This design comes from an exercise in tuning for small area and few clock cycles on the open sky130 flow, not from production work. At most, simulation tests tie the RTL to the original design; equivalence was not proved.

// byte_stream_tokenizer
module byte_stream_tokenizer (
  input  logic         clk_i,
  input  logic         rst_ni,
  input  logic         s_axis_tvalid,
  output logic         s_axis_tready,
  input  logic [7:0]   s_axis_tdata,
  output logic         m_axis_tvalid,
  input  logic         m_axis_tready,
  output logic [127:0] m_axis_tdata,
  output logic [4:0]   m_axis_tuser,
  output logic         m_axis_tlast
);
For scale: roughly 1100 cells after synthesis, ~150 I/O pins, ~0.011 mm^2 of cells after synthesis.
export LEC_CHECK = 0
export CAP_MARGIN = 20
export CORE_MARGIN = 2
export CORE_UTILIZATION = 40
export SLEW_MARGIN = 20
create_clock -name core_clock -period 6.0 [get_ports {clk_i}]
standard.sh (not shown) runs the stock make flow with config.mk's settings and CLKGATE_MAP_FILE= SYNTH_SCRIPT=/design/flow/synth_recipe.tcl, a recipe that flattens the netlist after the stock synthesis.
==> flow/flow/run.sh <==
#!/bin/bash
# Layout flow: the standard flow, with the port buffers made from the
# smallest buffer cell and a clock tree of smaller buffers without dummy loads.
set -e
export BUFFER_PORTS_ARGS="-buffer_cell sky130_fd_sc_hd__buf_1"
export CTS_ARGS="-sink_clustering_enable -repair_clock_nets -dont_use_dummy_load -buf_list sky130_fd_sc_hd__clkbuf_8 -sink_clustering_size 30 -sink_clustering_max_diameter 100"
bash standard.sh > standard.log 2>&1
Next try:
==> flow/flow/run.sh (replaced) <==
#!/bin/bash
# Layout flow: the standard flow, with the port buffers made from the
# smallest buffer cell and a clock tree of smaller buffers without dummy loads.
set -e
export BUFFER_PORTS_ARGS="-buffer_cell sky130_fd_sc_hd__buf_1"
export CTS_ARGS="-sink_clustering_enable -repair_clock_nets -dont_use_dummy_load -buf_list sky130_fd_sc_hd__clkbuf_8 -sink_clustering_size 30 -sink_buffer_max_cap_derate 1.0"
bash standard.sh > standard.log 2>&1
- ABC_AREA: unset -> 1
Cell area goes up by 0.59%.
Global-route usage is lower by 0.14 points.
Worst hold slack got worse by 0.019 ns.
No functional check of the RTL was part of any run of this note.

Another version of the RTL of byte_stream_tokenizer (not shown whole).
Size: about 1000 cells after synthesis, about 160 flip-flops, about 150 I/O pins, about 10000 um2 of cells after synthesis.
==> flow/config.mk <==
export PLATFORM = sky130hd
export DESIGN_NAME = byte_stream_tokenizer
export DESIGN_NICKNAME = byte_stream_tokenizer
export VERILOG_FILES = /design/flow/design.v
export SDC_FILE = /design/flow/constraint.sdc
export NUM_CORES = 4
export LEC_CHECK = 0
export CAP_MARGIN = 20
export CORE_MARGIN = 2
export CORE_UTILIZATION = 40
export SLEW_MARGIN = 20
==> flow/constraint.sdc <==
create_clock -name core_clock -period 6.0 [get_ports {clk_i}]
set_input_delay 1.2000 -clock core_clock [delete_from_list [all_inputs] [get_ports {clk_i}]]
set_output_delay 1.2000 -clock core_clock [all_outputs]
set_load 0.01 [all_outputs]
run.sh (not shown) runs the stock make flow with config.mk's settings and CLKGATE_MAP_FILE= SYNTH_SCRIPT=/design/flow/synth_recipe.tcl, a recipe that flattens the netlist after the stock synthesis.
Stock flow here: none of the scripts above is used.
Testbench counts at the start, summed over its fixed seeds: cycles 48,226.
Change:
==> flow/flow/run.sh (new file) <==
#!/bin/bash
# Layout flow: the standard flow, with the port buffers made from the
# smallest buffer cell and a clock tree of smaller buffers without dummy loads.
set -e
export BUFFER_PORTS_ARGS="-buffer_cell sky130_fd_sc_hd__buf_1"
export CTS_ARGS="-sink_clustering_enable -repair_clock_nets -dont_use_dummy_load -buf_list sky130_fd_sc_hd__clkbuf_8"
bash standard.sh > standard.log 2>&1
==> flow/standard.sh (new file) <==
#!/bin/bash
# synth_recipe.tcl (not shown) runs the flow's synth.tcl, then flattens the netlist and writes it again
# the make line also repeats each setting of config.mk as NAME=value (left out here)
make -C /OpenROAD-flow-scripts/flow DESIGN_CONFIG=/design/flow/config.mk WORK_HOME=/design/flow/orfs CLKGATE_MAP_FILE= SYNTH_SCRIPT=/design/flow/synth_recipe.tcl "${@:-finish}"
ABC_AREA = 1   (was not set)
CORE_UTILIZATION = 65   (was 40)
PLACE_DENSITY = 0.75   (was not set)
removed: flow/run.sh
Result: Setup slack gains 0.60 ns. Count of clock-buffer cells in the layout stays the same. Die area drops by 37%. Hold slack loses 0.074 ns. Wire length drops by 6.0%. Global-route usage climbs by 9.5 points. Via count climbs by 7.7%. Utilization climbs by 23 points. Register-to-register slack gains 0.46 ns. Area after synthesis climbs by 0.61%. Final area drops by 10%.

## static timing again, ports no longer ideal
The results above use ideal ports. As a check the final layouts listed here were re-extracted and re-timed, cells and wires unchanged. Step 1, drivers: a clkbuf_16 drives clk_i and a buf_2 each remaining input, both assumed. Step 2 adds t to the input delays and takes it off the output delays; t is the mean of the earliest and latest rising clock arrival at the registers after step 1. Input paths then give back, and output paths get back, about the clock's delay inside the block. Three values: ideal, step 1, step 2; two values: the first two.
run	shift t [ns]	setup WS [ns]	worst setup path at the end	slew at the worst register clock pin (ns)
the first run of note 1	0.489	0.585 / 0.544 / 0.269	input to register	0.11 / 0.11
the second run of note 1	0.494	1.011 / 1.011 / 0.640	input to register	0.10 / 0.10
the first run of note 2	0.477	0.753 / 0.707 / 0.904	register to register	0.08 / 0.08
the second run of note 2	0.480	1.356 / 1.356 / 1.356	register to register	0.10 / 0.10
After both steps setup and hold are still met in every run listed. For the second run of note 1, which loses most, drivers alone change the setup slack by 0.000 ns; drivers and shift together by -0.371 ns.
